Context: an optimization exercise on an open-source flow, tuned for small area, a short achievable clock period and few clock cycles. The choices shown serve that exercise and are no tape-out recipe. The RTL was checked by simulation tests, not by an equivalence proof against the original design.

// dehaze_top
module dehaze_top (
    input  logic        clk,
    input  logic        rst,
    input  logic        in_req,
    output logic        in_ack,
    input  logic [23:0] in_pix,      
    output logic        out_req,
    input  logic        out_ack,
    output logic [23:0] out_pix,     
    output logic        out_last
);
    logic        i_full;            
    logic [23:0] ipix;
    logic [23:0] ch [0:8];          
    logic [5:0]  cnt;               
    logic [3:0]  nold;              
    logic        oraw;              
    logic        ordy;              
    logic        pin;               
    logic        pdr;               
    logic [6:0]  gain;
    logic [7:0]  vm [0:7];          
    logic [7:0]  v3p;               
    logic [7:0]  pmin;              
    function automatic logic lt8(input logic [7:0] a, input logic [7:0] b);
        lt8 = 1'b0;
  ...
For scale: roughly 1600 cells after synthesis, roughly 370 flip-flops, ~55 I/O pins, roughly 0.018 mm^2 of cells after synthesis.
Settings: LEC_CHECK=0, ABC_AREA=1, CAP_MARGIN=50, CORE_MARGIN=2, CORE_UTILIZATION=70, CTS_CLUSTER_DIAMETER=100, CTS_CLUSTER_SIZE=30, SLEW_MARGIN=50; clock period 25.0 ns.
standard.sh (not shown) runs the stock make flow with config.mk's settings and CLKGATE_MAP_FILE= SYNTH_SCRIPT=/design/flow/synth_recipe.tcl, a recipe that flattens the netlist after the stock synthesis.
==> flow/flow/run.sh <==
#!/bin/bash
# Own flow: the standard synthesis, then the standard ORFS layout with the
# platform's delay cells kept out of buffering and resizing (they otherwise end
# up as port and wire buffers). Each step's output goes to its own log here.
set -euo pipefail
PLATFORM_DONT_USE="sky130_fd_sc_hd__probe_p_8 sky130_fd_sc_hd__probec_p_8 sky130_fd_sc_hd__lpflow_bleeder_1 sky130_fd_sc_hd__lpflow_clkbufkapwr_1 sky130_fd_sc_hd__lpflow_clkbufkapwr_16 sky130_fd_sc_hd__lpflow_clkbufkapwr_2 sky130_fd_sc_hd__lpflow_clkbufkapwr_4 sky130_fd_sc_hd__lpflow_clkbufkapwr_8 sky130_fd_sc_hd__lpflow_clkinvkapwr_1 sky130_fd_sc_hd__lpflow_clkinvkapwr_16 sky130_fd_sc_hd__lpflow_clkinvkapwr_2 sky130_fd_sc_hd__lpflow_clkinvkapwr_4 sky130_fd_sc_hd__lpflow_clkinvkapwr_8 sky130_fd_sc_hd__lpflow_decapkapwr_12 sky130_fd_sc_hd__lpflow_decapkapwr_3 sky130_fd_sc_hd__lpflow_decapkapwr_4 sky130_fd_sc_hd__lpflow_decapkapwr_6 sky130_fd_sc_hd__lpflow_decapkapwr_8 sky130_fd_sc_hd__lpflow_inputiso0n_1 sky130_fd_sc_hd__lpflow_inputiso0p_1 sky130_fd_sc_hd__lpflow_inputiso1n_1 sky130_fd_sc_hd__lpflow_inputiso1p_1 sky130_fd_sc_hd__lpflow_inputisolatch_1 sky130_fd_sc_hd__lpflow_isobufsrc_1 sky130_fd_sc_hd__lpflow_isobufsrc_16 sky130_fd_sc_hd__lpflow_isobufsrc_2 sky130_fd_sc_hd__lpflow_isobufsrc_4 sky130_fd_sc_hd__lpflow_isobufsrc_8 sky130_fd_sc_hd__lpflow_isobufsrckapwr_16 sky130_fd_sc_hd__lpflow_lsbuf_lh_hl_isowell_tap_1 sky130_fd_sc_hd__lpflow_lsbuf_lh_hl_isowell_tap_2 sky130_fd_sc_hd__lpflow_lsbuf_lh_hl_isowell_tap_4 sky130_fd_sc_hd__lpflow_lsbuf_lh_isowell_4 sky130_fd_sc_hd__lpflow_lsbuf_lh_isowell_tap_1 sky130_fd_sc_hd__lpflow_lsbuf_lh_isowell_tap_2 sky130_fd_sc_hd__lpflow_lsbuf_lh_isowell_tap_4"
DELAY_CELLS="sky130_fd_sc_hd__clkdlybuf4s15_1 sky130_fd_sc_hd__clkdlybuf4s15_2 sky130_fd_sc_hd__clkdlybuf4s18_1 sky130_fd_sc_hd__clkdlybuf4s18_2 sky130_fd_sc_hd__clkdlybuf4s25_1 sky130_fd_sc_hd__clkdlybuf4s25_2 sky130_fd_sc_hd__clkdlybuf4s50_1 sky130_fd_sc_hd__clkdlybuf4s50_2 sky130_fd_sc_hd__dlygate4sd1_1 sky130_fd_sc_hd__dlygate4sd2_1 sky130_fd_sc_hd__dlygate4sd3_1 sky130_fd_sc_hd__dlymetal6s2s_1 sky130_fd_sc_hd__dlymetal6s4s_1 sky130_fd_sc_hd__dlymetal6s6s_1"
bash standard.sh synth > synth.log 2>&1
bash standard.sh "DONT_USE_CELLS=$PLATFORM_DONT_USE $DELAY_CELLS" "CTS_ARGS=-sink_clustering_enable -repair_clock_nets -sink_clustering_size 30 -sink_clustering_max_diameter 100 -num_static_layers 1" finish > layout.log 2>&1
test -s out/final.def
The first run ran to the end with no violations.
Testbench counts at the start, summed over its fixed seeds: cycles 8,352.
Next try:
--- a/flow/flow/run.sh
+++ b/flow/flow/run.sh
@@ -8,3 +8,3 @@
 bash standard.sh synth > synth.log 2>&1
-bash standard.sh "DONT_USE_CELLS=$PLATFORM_DONT_USE $DELAY_CELLS" "CTS_ARGS=-sink_clustering_enable -repair_clock_nets -sink_clustering_size 30 -sink_clustering_max_diameter 100 -num_static_layers 1" finish > layout.log 2>&1
+bash standard.sh "DONT_USE_CELLS=$PLATFORM_DONT_USE $DELAY_CELLS" finish > layout.log 2>&1
 test -s out/final.def
Settings changed: CORE_UTILIZATION 70 to 60.
What happened: The changed run finished with timing, DRC and antenna clean; register-to-register slack stays flat; routed wire length drops by 1.9%; non-clock buffer count increases by 1; die area came out higher by 16%; sequential cell count does not change; synthesized area stays the same; global-route usage drops by 4.0 points.
Next try:
==> flow/flow/run.sh (replaced) <==
#!/bin/bash
# Own flow: the standard synthesis, then the standard ORFS layout with the
# platform's delay cells kept out of buffering and resizing (they otherwise end
# up as port and wire buffers). Each step's output goes to its own log here.
set -euo pipefail
PLATFORM_DONT_USE="sky130_fd_sc_hd__probe_p_8 sky130_fd_sc_hd__probec_p_8 sky130_fd_sc_hd__lpflow_bleeder_1 sky130_fd_sc_hd__lpflow_clkbufkapwr_1 sky130_fd_sc_hd__lpflow_clkbufkapwr_16 sky130_fd_sc_hd__lpflow_clkbufkapwr_2 sky130_fd_sc_hd__lpflow_clkbufkapwr_4 sky130_fd_sc_hd__lpflow_clkbufkapwr_8 sky130_fd_sc_hd__lpflow_clkinvkapwr_1 sky130_fd_sc_hd__lpflow_clkinvkapwr_16 sky130_fd_sc_hd__lpflow_clkinvkapwr_2 sky130_fd_sc_hd__lpflow_clkinvkapwr_4 sky130_fd_sc_hd__lpflow_clkinvkapwr_8 sky130_fd_sc_hd__lpflow_decapkapwr_12 sky130_fd_sc_hd__lpflow_decapkapwr_3 sky130_fd_sc_hd__lpflow_decapkapwr_4 sky130_fd_sc_hd__lpflow_decapkapwr_6 sky130_fd_sc_hd__lpflow_decapkapwr_8 sky130_fd_sc_hd__lpflow_inputiso0n_1 sky130_fd_sc_hd__lpflow_inputiso0p_1 sky130_fd_sc_hd__lpflow_inputiso1n_1 sky130_fd_sc_hd__lpflow_inputiso1p_1 sky130_fd_sc_hd__lpflow_inputisolatch_1 sky130_fd_sc_hd__lpflow_isobufsrc_1 sky130_fd_sc_hd__lpflow_isobufsrc_16 sky130_fd_sc_hd__lpflow_isobufsrc_2 sky130_fd_sc_hd__lpflow_isobufsrc_4 sky130_fd_sc_hd__lpflow_isobufsrc_8 sky130_fd_sc_hd__lpflow_isobufsrckapwr_16 sky130_fd_sc_hd__lpflow_lsbuf_lh_hl_isowell_tap_1 sky130_fd_sc_hd__lpflow_lsbuf_lh_hl_isowell_tap_2 sky130_fd_sc_hd__lpflow_lsbuf_lh_hl_isowell_tap_4 sky130_fd_sc_hd__lpflow_lsbuf_lh_isowell_4 sky130_fd_sc_hd__lpflow_lsbuf_lh_isowell_tap_1 sky130_fd_sc_hd__lpflow_lsbuf_lh_isowell_tap_2 sky130_fd_sc_hd__lpflow_lsbuf_lh_isowell_tap_4"
DELAY_CELLS="sky130_fd_sc_hd__clkdlybuf4s15_1 sky130_fd_sc_hd__clkdlybuf4s15_2 sky130_fd_sc_hd__clkdlybuf4s18_1 sky130_fd_sc_hd__clkdlybuf4s18_2 sky130_fd_sc_hd__clkdlybuf4s25_1 sky130_fd_sc_hd__clkdlybuf4s25_2 sky130_fd_sc_hd__clkdlybuf4s50_1 sky130_fd_sc_hd__clkdlybuf4s50_2 sky130_fd_sc_hd__dlygate4sd1_1 sky130_fd_sc_hd__dlygate4sd2_1 sky130_fd_sc_hd__dlygate4sd3_1 sky130_fd_sc_hd__dlymetal6s2s_1 sky130_fd_sc_hd__dlymetal6s4s_1 sky130_fd_sc_hd__dlymetal6s6s_1 sky130_fd_sc_hd__buf_1 sky130_fd_sc_hd__clkbuf_1"
bash standard.sh synth > synth.log 2>&1
bash standard.sh "DONT_USE_CELLS=$PLATFORM_DONT_USE $DELAY_CELLS" finish > layout.log 2>&1
test -s out/final.def
Settings changed: CORE_UTILIZATION 60 to 70.
Result: Non-clock buffer count came out higher by 1. Routed wire length increases by 5.5%. Global-route usage went up by 4.3 points. Hold slack hardly moves. Clock skew is lower by 0.0036 ns. Worst setup slack gets worse by 0.020 ns. Area after synthesis does not change. Utilization is higher by 11 points.
Next try:
==> flow/flow/run.sh (replaced) <==
#!/bin/bash
# Own flow: the standard synthesis, then the standard ORFS layout with the
# platform's delay cells kept out of buffering and resizing (they otherwise end
# up as port and wire buffers). Each step's output goes to its own log here.
set -euo pipefail
PLATFORM_DONT_USE="sky130_fd_sc_hd__probe_p_8 sky130_fd_sc_hd__probec_p_8 sky130_fd_sc_hd__lpflow_bleeder_1 sky130_fd_sc_hd__lpflow_clkbufkapwr_1 sky130_fd_sc_hd__lpflow_clkbufkapwr_16 sky130_fd_sc_hd__lpflow_clkbufkapwr_2 sky130_fd_sc_hd__lpflow_clkbufkapwr_4 sky130_fd_sc_hd__lpflow_clkbufkapwr_8 sky130_fd_sc_hd__lpflow_clkinvkapwr_1 sky130_fd_sc_hd__lpflow_clkinvkapwr_16 sky130_fd_sc_hd__lpflow_clkinvkapwr_2 sky130_fd_sc_hd__lpflow_clkinvkapwr_4 sky130_fd_sc_hd__lpflow_clkinvkapwr_8 sky130_fd_sc_hd__lpflow_decapkapwr_12 sky130_fd_sc_hd__lpflow_decapkapwr_3 sky130_fd_sc_hd__lpflow_decapkapwr_4 sky130_fd_sc_hd__lpflow_decapkapwr_6 sky130_fd_sc_hd__lpflow_decapkapwr_8 sky130_fd_sc_hd__lpflow_inputiso0n_1 sky130_fd_sc_hd__lpflow_inputiso0p_1 sky130_fd_sc_hd__lpflow_inputiso1n_1 sky130_fd_sc_hd__lpflow_inputiso1p_1 sky130_fd_sc_hd__lpflow_inputisolatch_1 sky130_fd_sc_hd__lpflow_isobufsrc_1 sky130_fd_sc_hd__lpflow_isobufsrc_16 sky130_fd_sc_hd__lpflow_isobufsrc_2 sky130_fd_sc_hd__lpflow_isobufsrc_4 sky130_fd_sc_hd__lpflow_isobufsrc_8 sky130_fd_sc_hd__lpflow_isobufsrckapwr_16 sky130_fd_sc_hd__lpflow_lsbuf_lh_hl_isowell_tap_1 sky130_fd_sc_hd__lpflow_lsbuf_lh_hl_isowell_tap_2 sky130_fd_sc_hd__lpflow_lsbuf_lh_hl_isowell_tap_4 sky130_fd_sc_hd__lpflow_lsbuf_lh_isowell_4 sky130_fd_sc_hd__lpflow_lsbuf_lh_isowell_tap_1 sky130_fd_sc_hd__lpflow_lsbuf_lh_isowell_tap_2 sky130_fd_sc_hd__lpflow_lsbuf_lh_isowell_tap_4"
DELAY_CELLS="sky130_fd_sc_hd__clkdlybuf4s15_1 sky130_fd_sc_hd__clkdlybuf4s15_2 sky130_fd_sc_hd__clkdlybuf4s18_1 sky130_fd_sc_hd__clkdlybuf4s18_2 sky130_fd_sc_hd__clkdlybuf4s25_1 sky130_fd_sc_hd__clkdlybuf4s25_2 sky130_fd_sc_hd__clkdlybuf4s50_1 sky130_fd_sc_hd__clkdlybuf4s50_2 sky130_fd_sc_hd__dlygate4sd1_1 sky130_fd_sc_hd__dlygate4sd2_1 sky130_fd_sc_hd__dlygate4sd3_1 sky130_fd_sc_hd__dlymetal6s2s_1 sky130_fd_sc_hd__dlymetal6s4s_1 sky130_fd_sc_hd__dlymetal6s6s_1"
bash standard.sh synth > synth.log 2>&1
bash standard.sh "DONT_USE_CELLS=$PLATFORM_DONT_USE $DELAY_CELLS" finish > layout.log 2>&1
test -s out/final.def
Settings changed: CORE_UTILIZATION 70 to 75.
Outcome: Global-route usage is higher by 3.7 points. Final area went down by 0.60%. Non-clock buffer count goes down by 1. Clock skew stays flat. Worst hold slack improves by 0.0046 ns. Wire length went up by 6.7%. Via count grows by 3.9%. Die area shrinks by 6.5%. Final cell count shrinks by 0.56%. First-iteration DRC count went up by 20%. Synthesized area does not change.


== v6 ==
Starting RTL as in the previous note.
==> flow/config.mk <==
export PLATFORM = sky130hd
export DESIGN_NAME = dehaze_top
export DESIGN_NICKNAME = dehaze_top
export VERILOG_FILES = /design/flow/design.v
export SDC_FILE = /design/flow/constraint.sdc
export NUM_CORES = 4
export LEC_CHECK = 0
export ABC_AREA = 1
export CAP_MARGIN = 50
export CORE_MARGIN = 2
export CORE_UTILIZATION = 70
export CTS_CLUSTER_DIAMETER = 100
export CTS_CLUSTER_SIZE = 30
export SLEW_MARGIN = 50
==> flow/constraint.sdc <==
create_clock -name core_clock -period 25.0 [get_ports {clk}]
set_input_delay 5.0000 -clock core_clock [delete_from_list [all_inputs] [get_ports {clk}]]
set_output_delay 5.0000 -clock core_clock [all_outputs]
set_load 0.01 [all_outputs]
==> flow/flow/run.sh <==
#!/bin/bash
# Own flow: the standard synthesis, then the standard ORFS layout with the
# platform's delay cells kept out of buffering and resizing (they otherwise end
# up as port and wire buffers). Each step's output goes to its own log here.
set -euo pipefail
PLATFORM_DONT_USE="sky130_fd_sc_hd__probe_p_8 sky130_fd_sc_hd__probec_p_8 sky130_fd_sc_hd__lpflow_bleeder_1 sky130_fd_sc_hd__lpflow_clkbufkapwr_1 sky130_fd_sc_hd__lpflow_clkbufkapwr_16 sky130_fd_sc_hd__lpflow_clkbufkapwr_2 sky130_fd_sc_hd__lpflow_clkbufkapwr_4 sky130_fd_sc_hd__lpflow_clkbufkapwr_8 sky130_fd_sc_hd__lpflow_clkinvkapwr_1 sky130_fd_sc_hd__lpflow_clkinvkapwr_16 sky130_fd_sc_hd__lpflow_clkinvkapwr_2 sky130_fd_sc_hd__lpflow_clkinvkapwr_4 sky130_fd_sc_hd__lpflow_clkinvkapwr_8 sky130_fd_sc_hd__lpflow_decapkapwr_12 sky130_fd_sc_hd__lpflow_decapkapwr_3 sky130_fd_sc_hd__lpflow_decapkapwr_4 sky130_fd_sc_hd__lpflow_decapkapwr_6 sky130_fd_sc_hd__lpflow_decapkapwr_8 sky130_fd_sc_hd__lpflow_inputiso0n_1 sky130_fd_sc_hd__lpflow_inputiso0p_1 sky130_fd_sc_hd__lpflow_inputiso1n_1 sky130_fd_sc_hd__lpflow_inputiso1p_1 sky130_fd_sc_hd__lpflow_inputisolatch_1 sky130_fd_sc_hd__lpflow_isobufsrc_1 sky130_fd_sc_hd__lpflow_isobufsrc_16 sky130_fd_sc_hd__lpflow_isobufsrc_2 sky130_fd_sc_hd__lpflow_isobufsrc_4 sky130_fd_sc_hd__lpflow_isobufsrc_8 sky130_fd_sc_hd__lpflow_isobufsrckapwr_16 sky130_fd_sc_hd__lpflow_lsbuf_lh_hl_isowell_tap_1 sky130_fd_sc_hd__lpflow_lsbuf_lh_hl_isowell_tap_2 sky130_fd_sc_hd__lpflow_lsbuf_lh_hl_isowell_tap_4 sky130_fd_sc_hd__lpflow_lsbuf_lh_isowell_4 sky130_fd_sc_hd__lpflow_lsbuf_lh_isowell_tap_1 sky130_fd_sc_hd__lpflow_lsbuf_lh_isowell_tap_2 sky130_fd_sc_hd__lpflow_lsbuf_lh_isowell_tap_4"
DELAY_CELLS="sky130_fd_sc_hd__clkdlybuf4s15_1 sky130_fd_sc_hd__clkdlybuf4s15_2 sky130_fd_sc_hd__clkdlybuf4s18_1 sky130_fd_sc_hd__clkdlybuf4s18_2 sky130_fd_sc_hd__clkdlybuf4s25_1 sky130_fd_sc_hd__clkdlybuf4s25_2 sky130_fd_sc_hd__clkdlybuf4s50_1 sky130_fd_sc_hd__clkdlybuf4s50_2 sky130_fd_sc_hd__dlygate4sd1_1 sky130_fd_sc_hd__dlygate4sd2_1 sky130_fd_sc_hd__dlygate4sd3_1 sky130_fd_sc_hd__dlymetal6s2s_1 sky130_fd_sc_hd__dlymetal6s4s_1 sky130_fd_sc_hd__dlymetal6s6s_1"
bash standard.sh synth > synth.log 2>&1
bash standard.sh "DONT_USE_CELLS=$PLATFORM_DONT_USE $DELAY_CELLS" "CTS_ARGS=-sink_clustering_enable -repair_clock_nets -sink_clustering_size 30 -sink_clustering_max_diameter 100 -sink_clustering_levels 1" finish > layout.log 2>&1
test -s out/final.def
Testbench counts of v6, summed over its fixed seeds: cycles 8,352.
Inputs modified between v6 and v7:
--- a/flow/flow/run.sh
+++ b/flow/flow/run.sh
@@ -7,4 +7,4 @@
 DELAY_CELLS="sky130_fd_sc_hd__clkdlybuf4s15_1 sky130_fd_sc_hd__clkdlybuf4s15_2 sky130_fd_sc_hd__clkdlybuf4s18_1 sky130_fd_sc_hd__clkdlybuf4s18_2 sky130_fd_sc_hd__clkdlybuf4s25_1 sky130_fd_sc_hd__clkdlybuf4s25_2 sky130_fd_sc_hd__clkdlybuf4s50_1 sky130_fd_sc_hd__clkdlybuf4s50_2 sky130_fd_sc_hd__dlygate4sd1_1 sky130_fd_sc_hd__dlygate4sd2_1 sky130_fd_sc_hd__dlygate4sd3_1 sky130_fd_sc_hd__dlymetal6s2s_1 sky130_fd_sc_hd__dlymetal6s4s_1 sky130_fd_sc_hd__dlymetal6s6s_1"
 bash standard.sh synth > synth.log 2>&1
-bash standard.sh "DONT_USE_CELLS=$PLATFORM_DONT_USE $DELAY_CELLS" "CTS_ARGS=-sink_clustering_enable -repair_clock_nets -sink_clustering_size 30 -sink_clustering_max_diameter 100 -sink_clustering_levels 1" finish > layout.log 2>&1
+bash standard.sh "DONT_USE_CELLS=$PLATFORM_DONT_USE $DELAY_CELLS" finish > layout.log 2>&1
 test -s out/final.def
==> results.txt <==
As far as core utilization is concerned, v6 and v7 perform about the same.
Wire length of the first global-routing pass: v7 vs v6 identical
v6 and v7 ended up with nearly the same post-layout instance area.
v7 completed; timing, DRC and antenna clean
Diff v7..v6 | tapcell count | unchanged
Comparing v7 against v6, there is no change at all in maximum fanout encountered on the critical timing path.
v7 against v6: number of logic stages on the critical path including buffering essentially unchanged, detailed-route DRC error count essentially unchanged, number of slew-limit violations in the final report essentially unchanged.

## afterwards: timing with drivers on the ports
No port has a modelled driver above. Below, the same layouts with a new extraction and two added sets of constraints.
Step 1 sets driving cells, clkbuf_16 on the clock port and buf_2 on the other inputs (assumed; they add their load-dependent delay and slew).
Step 2 also shifts input and output timing later by t, the mid clock arrival at the registers, as if the neighbouring blocks saw the same clock.
a / b / c = ideal / step 1 / step 2; a / b = the first two.
run	shift t [ns]	setup WS [ns]	worst register clock-pin slew, ns	pins driven straight from the clock port
the first run of note 1	0.553	18.935 / 18.887 / 19.047	0.12 / 0.12	1
the second run of note 1	0.558	18.942 / 18.892 / 19.153	0.11 / 0.11	1
the third run of note 1	0.560	18.922 / 18.875 / 19.216	0.11 / 0.11	1
the fourth run of note 1	0.563	18.925 / 18.878 / 19.177	0.12 / 0.12	1
v6	0.557	18.936 / 18.886 / 19.051	0.12 / 0.12	1
v7	0.557	18.936 / 18.886 / 19.051	0.12 / 0.12	1
After both steps setup and hold are still met in every run listed.
